Source: an optimization exercise on an open RTL-to-GDS flow (aim: small area, a short achievable clock period and few clock cycles per item). Production flows keep margins and buffers that such runs may drop.
At most, simulation tests tie the RTL to the original design; equivalence was not proved.
Power figures rest on the tool's default switching activity, not on a simulated workload.

run a:
## interval_set_table_top
module interval_set_table_top (
  input  logic        clk,
  input  logic        rst,
  input  logic        in_valid,
  output logic        in_stall,
  input  logic [1:0]  cmd,
  input  logic [15:0] position,
  input  logic [16:0] fill_length,
  output logic        out_valid,
  input  logic        out_stall,
  output logic        is_member,
  output logic        table_full_error,
  output logic [4:0]  range_total
);
  localparam int N = 16;
  logic        accept;
  logic [16:0] p_ext, p_inc, fill_end;
  logic [16:0] fill_sum;
  logic        a_v;
  logic [1:0]  a_cmd;
  logic [16:0] a_x;      
  logic [16:0] a_y;      
  logic        a_fnz;    
  always_comb begin
    p_ext    = {1'b0, position};
    p_inc    = p_ext + 17'd1;
    fill_sum = p_ext + {1'b0, fill_length[15:0]};
    fill_end = (fill_length[16] || fill_sum[16]) ? 17'd65536 : fill_sum;
  end
  always_ff @(posedge clk) begin
    if (rst) begin
      a_v <= 1'b0;
    end else begin
      a_v <= accept;
    end
    a_cmd <= cmd;
    unique case (cmd)
      2'd1:    a_x <= p_ext;
      2'd3:    a_x <= fill_end;
      default: a_x <= p_inc;
    endcase
    a_y   <= (cmd == 2'd1) ? p_inc : p_ext;
    a_fnz <= fill_length != 17'd0;
  end
  logic [N-1:0] v;
  logic [15:0]  first [N];
  logic [16:0]  fin   [N];
  logic [4:0]   cnt;
  logic [N-1:0] c_le1, c_eq1, c_ge2, c_eq2;
  logic         f_le1, f_eq1, f_ge2, f_eq2;
  logic        d_v;
  logic [1:0]  d_cmd;
  logic [16:0] d_x;      
  logic [16:0] d_y;      
  logic        d_fnz;
  logic [N-1:0] r_s1, r_e1, r_s2, r_e2;
  for (genvar i = 0; i < N; i++) begin : g_ent
    ist_scan u_cmp (
      .first (first[i]),
      .fin   (fin[i]),
      .x     (a_x),
      .y     (a_y),
      .le1   (c_le1[i]),
      .eq1   (c_eq1[i]),
      .ge2   (c_ge2[i]),
      .eq2   (c_eq2[i])
    );
  end
  ist_scan u_fix (
    .first (d_y[15:0]),
    .fin   (d_x),
    .x     (a_x),
    .y     (a_y),
  ...
Size: ~4500 cells after synthesis, about 48 I/O pins, about 45000 sq um of cells after synthesis.
Settings: LEC_CHECK=0, CAP_MARGIN=20, CORE_MARGIN=2, CORE_UTILIZATION=50, SETUP_SLACK_MARGIN=4.0, SLEW_MARGIN=20, TNS_END_PERCENT=5; clock period 6.5 ns.
run.sh (not shown) runs the stock make flow with config.mk's settings and CLKGATE_MAP_FILE= SYNTH_SCRIPT=/design/flow/synth_recipe.tcl, a recipe that flattens the netlist after the stock synthesis.
Run a: all stages complete, timing, DRC and antenna checks passed
Testbench counts of run a, summed over its fixed seeds: cycles 16,024, items 16,000.
What run b does differently from run a at the input level:
==> flow/flow/run.sh (new file) <==
#!/bin/bash
# Standard layout, with the resizer free to change a cell's footprint.
set -o pipefail
bash standard.sh MATCH_CELL_FOOTPRINT=0 finish > standard_flow.log 2>&1
==> flow/standard.sh (new file) <==
#!/bin/bash
# synth_recipe.tcl (not shown) runs the flow's synth.tcl, then flattens the netlist and writes it again
# the make line also repeats each setting of config.mk as NAME=value (left out here)
make -C /OpenROAD-flow-scripts/flow DESIGN_CONFIG=/design/flow/config.mk WORK_HOME=/design/flow/orfs CLKGATE_MAP_FILE= SYNTH_SCRIPT=/design/flow/synth_recipe.tcl "${@:-finish}"
removed: flow/run.sh
Results
Measured against each other, run b and run a differ in area added between synthesis and finish, the higher figure coming from run a.
Comparing run a against run b, there is no change at all in number of primary I/O pins.
Looking at worst setup slack, run b sits 0.0063 ns below run a.
Comparing run b and run a, transition time of the tightest slew-check pin is higher on run a.
Compared with run a, run b shows a global-route track usage on met1 that is 1.7 points lower.
~same number of unique standard cell types used by synthesis in run b and run a
Between run b and run a, it is run b whose total internal power is higher, by about 1.6%.

Another version of the RTL of interval_set_table_top (not shown whole).
Size: ~48 I/O pins, roughly 45,000 µm² of cells after synthesis.
clock: 6.5 ns
lec_check: 0
cap_margin: 20
core_margin: 2
core_utilization: 50
setup_slack_margin: 3.0
slew_margin: 20
tns_end_percent: 5
Stock flow here: none of the scripts above is used.
The starting point ran to the end with no violations.
Then changed:
Settings changed: SETUP_SLACK_MARGIN 3.0 to 3.8.
The new run finished clean.
First-iteration DRC count rose by about 20%.
Worst setup slack improves by 0.39 ns.
Sequential share of layout area fell by 3.5 points.
No functional check of the RTL was part of any run of this note.

-- static timing again, ports no longer ideal --
The results above use ideal ports. As a check the final layouts listed here were re-extracted and re-timed, cells and wires unchanged.
Step 1: set_driving_cell puts a clkbuf_16 on clk and a buf_2 on each other input, an assumption about the parent block.
Step 2 moves the port delays by t, midway between the first and last clock arrival at a register: inputs arrive t later, outputs are due t later. That takes back most of the time a late clock gives input paths.
Slacks: ideal ports / drivers / drivers and shift; pairs: ideal ports / drivers.
| run | t, ns | setup WS [ns] | slew at the worst register clock pin (ns) | pins driven straight from the clock port |
|---|---|---|---|---|
| run a | 0.744 | 3.371 / 3.371 / 3.017 | 0.07 / 0.07 | 1 |
| run b | 0.755 | 3.365 / 3.365 / 2.958 | 0.07 / 0.07 | 1 |
| the first run of note 2 | 0.730 | 2.737 / 2.737 / 2.544 | 0.07 / 0.07 | 1 |
| the second run of note 2 | 0.774 | 3.122 / 3.122 / 2.710 | 0.08 / 0.08 | 1 |
After both steps setup and hold are still met in every run listed. For the second run of note 2, which loses most, drivers alone change the setup slack by 0.000 ns; drivers and shift together by -0.412 ns.
